From an optimization exercise on the open Yosys and OpenROAD flow, aimed at small area; shortcuts taken in it are not production practice. Only simulation tests tie the RTL to the original design; equivalence was not proved. Power and IR drop assume default switching activity.

before:
// memory_writer
module memory_writer (
    input  logic                                CLK,
    input  logic                                RESET,
    input  mw_pkg::word_t                       s_tdata,
    input  logic                                s_tvalid,
    output logic                                s_tready,
    output mw_pkg::aw_beat_t                    aw,
    output logic                                awvalid,
    input  logic                                awready,
    output logic [2:0]                          awsize,
    output logic [1:0]                          awburst,
    output mw_pkg::w_beat_t                     w,
    output logic                                wvalid,
    input  logic                                wready,
    output logic [mw_pkg::BYTES_PER_WORD-1:0]   wstrb,
    input  logic                                bvalid,
    output logic                                bready,
    input  mw_pkg::mem_cfg_t                    cfg,
    input  logic                                run,
    input  logic                                stop,
  ...
Settings: LEC_CHECK=0, CAP_MARGIN=20, CORE_MARGIN=2, CORE_UTILIZATION=40, SLEW_MARGIN=20, SYNTH_HIERARCHICAL=1, SYNTH_MINIMUM_KEEP_SIZE=0; clock period 6.0 ns.
run.sh (not shown) runs the stock make flow with config.mk's settings and CLKGATE_MAP_FILE= SYNTH_SCRIPT=/design/flow/synth_recipe.tcl, a recipe that flattens the netlist after the stock synthesis.
No crash in before: every stage finished, but the layout fails its final checks due to negative setup slack.
Changes in after relative to before:
--- a/flow/design.v
+++ b/flow/design.v
@@ -70,34 +70,35 @@
     output mw_pkg::addr_t                       current_address
 );
     logic [31:0][31:0] q;
     logic [5:0]        cm1;
     logic              push;
     logic              pop;
     logic              flush;
     logic              full;
-    logic [32:0]       sel;
+    logic [31:0]       sel;
     logic [10:0]       nterm [0:31];
     mw_pkg::word_t     rd_word;
     for (genvar b = 0; b < 32; b++) begin : g_bit
-        for (genvar g = 0; g < 11; g++) begin : g_grp
+        for (genvar g = 0; g < 10; g++) begin : g_grp
             mw_aoi222 aoi_i (
                 .s ({sel[3*g+2], sel[3*g+1], sel[3*g]}),
-                .d ({(3*g+2 < 32) ? q[(3*g+2) % 32][b] : 1'b0, q[3*g+1][b], q[3*g][b]}),
+                .d ({q[3*g+2][b], q[3*g+1][b], q[3*g][b]}),
                 .y (nterm[b][g])
             );
         end
+        assign nterm[b][10] = ~((sel[31] & q[31][b]) | (sel[30] & q[30][b]));
     end
     always_comb begin
         full     = (cm1 == 6'd31);
         s_tready = status && !full;
         push     = s_tvalid && s_tready;
-        for (int i = 0; i < 33; i++) begin
-            sel[i] = (i < 32) && (cm1[4:0] == 5'(i));
+        for (int i = 0; i < 32; i++) begin
+            sel[i] = (cm1[4:0] == 5'(i));
         end
         for (int b = 0; b < 32; b++) begin
             rd_word[b] = ~&nterm[b];
         end
     end
     always_ff @(posedge CLK) begin
         if (push) begin
             q <= {q[30:0], s_tdata};
@@ -143,37 +144,43 @@
     logic [3:0]  h_m1;
     logic [3:0]  min_a;
     logic [3:0]  min_b;
     logic [3:0]  plan_m1;
     logic        in_ring;
     logic [29:0] run_w;
     logic        last_burst;
     logic        wraps;
-    logic [30:0] tx_sum;
-    logic [30:0] next_sum;
-    function automatic logic [30:0] add30(input logic [29:0] a, input logic [29:0] b,
-                                          input logic ci);
-        logic c;
-        c = ci;
-        for (int i = 0; i < 30; i++) begin
-            add30[i] = a[i] ^ b[i] ^ c;
-            c        = (a[i] & b[i]) | (c & (a[i] ^ b[i]));
-        end
-        add30[30] = c;
-    endfunction
+    logic [29:0] tx_sum;
+    logic [29:0] next_sum;
     function automatic logic sum_hi_zero(input logic [29:0] a, input logic [29:0] b,
                                          input logic c4);
         logic z;
         z = ((a[4] ^ b[4]) == c4);
         for (int i = 5; i < 30; i++) begin
             z = z & ((a[i] ^ b[i]) == (a[i-1] | b[i-1]));
         end
         sum_hi_zero = z;
     endfunction
+    function automatic logic [29:0] bump30(input logic [29:0] a, input logic [3:0] n);
+        logic [4:0] lo;
+        logic       c;
+        logic       cb;
+        lo = {1'b0, a[3:0]} + {1'b0, n} + 5'd1;
+        bump30[3:0] = lo[3:0];
+        cb = lo[4];
+        for (int k = 4; k < 30; k += 4) begin
+            c = cb;
+            for (int i = k; i < k + 4 && i < 30; i++) begin
+                bump30[i] = a[i] ^ c;
+                c         = c & a[i];
+            end
+            cb = cb & ((k + 4 <= 30) ? &a[k +: 4] : &a[29:28]);
+        end
+    endfunction
     function automatic logic ge30(input logic [29:0] a, input logic [29:0] b);
         logic c;
         c = 1'b1;
         for (int i = 0; i < 30; i++) begin
             c = (a[i] & ~b[i]) | (c & (a[i] | ~b[i]));
         end
         ge30 = c;
     endfunction
@@ -198,18 +205,18 @@
         p_m1       = (next_w[9:4] == 6'h3F) ? ~next_w[3:0] : 4'hF;
         min_a      = (fill_m1 < r_m1) ? fill_m1 : r_m1;
         min_b      = (p_m1 < h_m1) ? p_m1 : h_m1;
         plan_m1    = (min_a < min_b) ? min_a : min_b;
         in_ring    = ge30(next_w, cfg.base_addr[31:2]) && !ge30(next_w, cfg.high_addr[31:2]);
         run_w      = in_ring ? next_w : cfg.base_addr[31:2];
         last_burst = rem_small && (rem_lo[3:0] == len_m1);
         wraps      = high_small && (high_lo[3:0] == len_m1);
-        tx_sum     = add30(tx_w, {26'd0, len_m1}, 1'b1);
-        next_sum   = add30(next_w, {26'd0, len_m1}, 1'b1);
+        tx_sum     = bump30(tx_w, len_m1);
+        next_sum   = bump30(next_w, len_m1);
     end
     assign awsize            = mw_pkg::AXI_AWSIZE;
     assign awburst           = mw_pkg::AXI_AWBURST_INCR;
     assign wstrb             = mw_pkg::AXI_WSTRB_ALL;     
     assign aw                = {awaddr_w, 2'b00, 4'h0, len_m1};
     assign w                 = {rd_word, wlast};
     assign transmitted_bytes = {tx_w, 2'b00};
     assign current_address   = {cur_w, 2'b00};
[summary]
- after reached the end of the flow, and the finished layout is clean on the timing, design-rule and antenna checks.
- after -> before: number of instances in the placed design flat
- The x dimension of the die of after and that of before are within noise of each other.
- Overall via count from detail_route on after is down relative to before.
- Comparing before with after, the worst path buffer plus inverter count came out essentially unchanged.
- Summary: timing-limited maximum frequency, after better than before
- Re routed wire length: after is 4.6% down on before.
- Power: after draws more than before
- after vs. before: placement-stage cell area went down by about 1.4%.
- Largest clock skew in the final design (lower): before
- The critical path capture point comes out next_w[28] in one run and w[1] in the other, namely in before and after respectively.
- Startpoint of the most critical setup path = cm1[1]: after; startpoint of the most critical setup path = len_m1[0]: before

## separate check: timing with driven ports
Ports are ideal in the flow. The routed layouts listed here were re-timed in OpenROAD.
Step 1: set_driving_cell puts a clkbuf_16 on CLK and a buf_2 on each other input, an assumption about the parent block.
Step 2 times the ports against the registers' clock, not the clock port: input delays grow and output delays shrink by t, the midpoint of the rising clock arrivals with the driver on.
Slacks: ideal ports / drivers / drivers and shift; pairs: ideal ports / drivers.
| run | t, ns | setup slack, ns | hold slack, ns | slew at the worst register clock pin (ns) | cell pins on the clock port's net |
|---|---|---|---|---|---|
| before | 0.770 | -0.266 / -0.266 / -0.266 | 0.407 / 0.407 / 0.407 | 0.07 / 0.07 | 1 |
| after | 0.763 | 0.305 / 0.239 / 0.224 | 0.423 / 0.423 / 0.423 | 0.07 / 0.07 | 1 |
For after, which loses most, drivers alone change the setup slack by -0.066 ns; drivers and shift together by -0.081 ns.
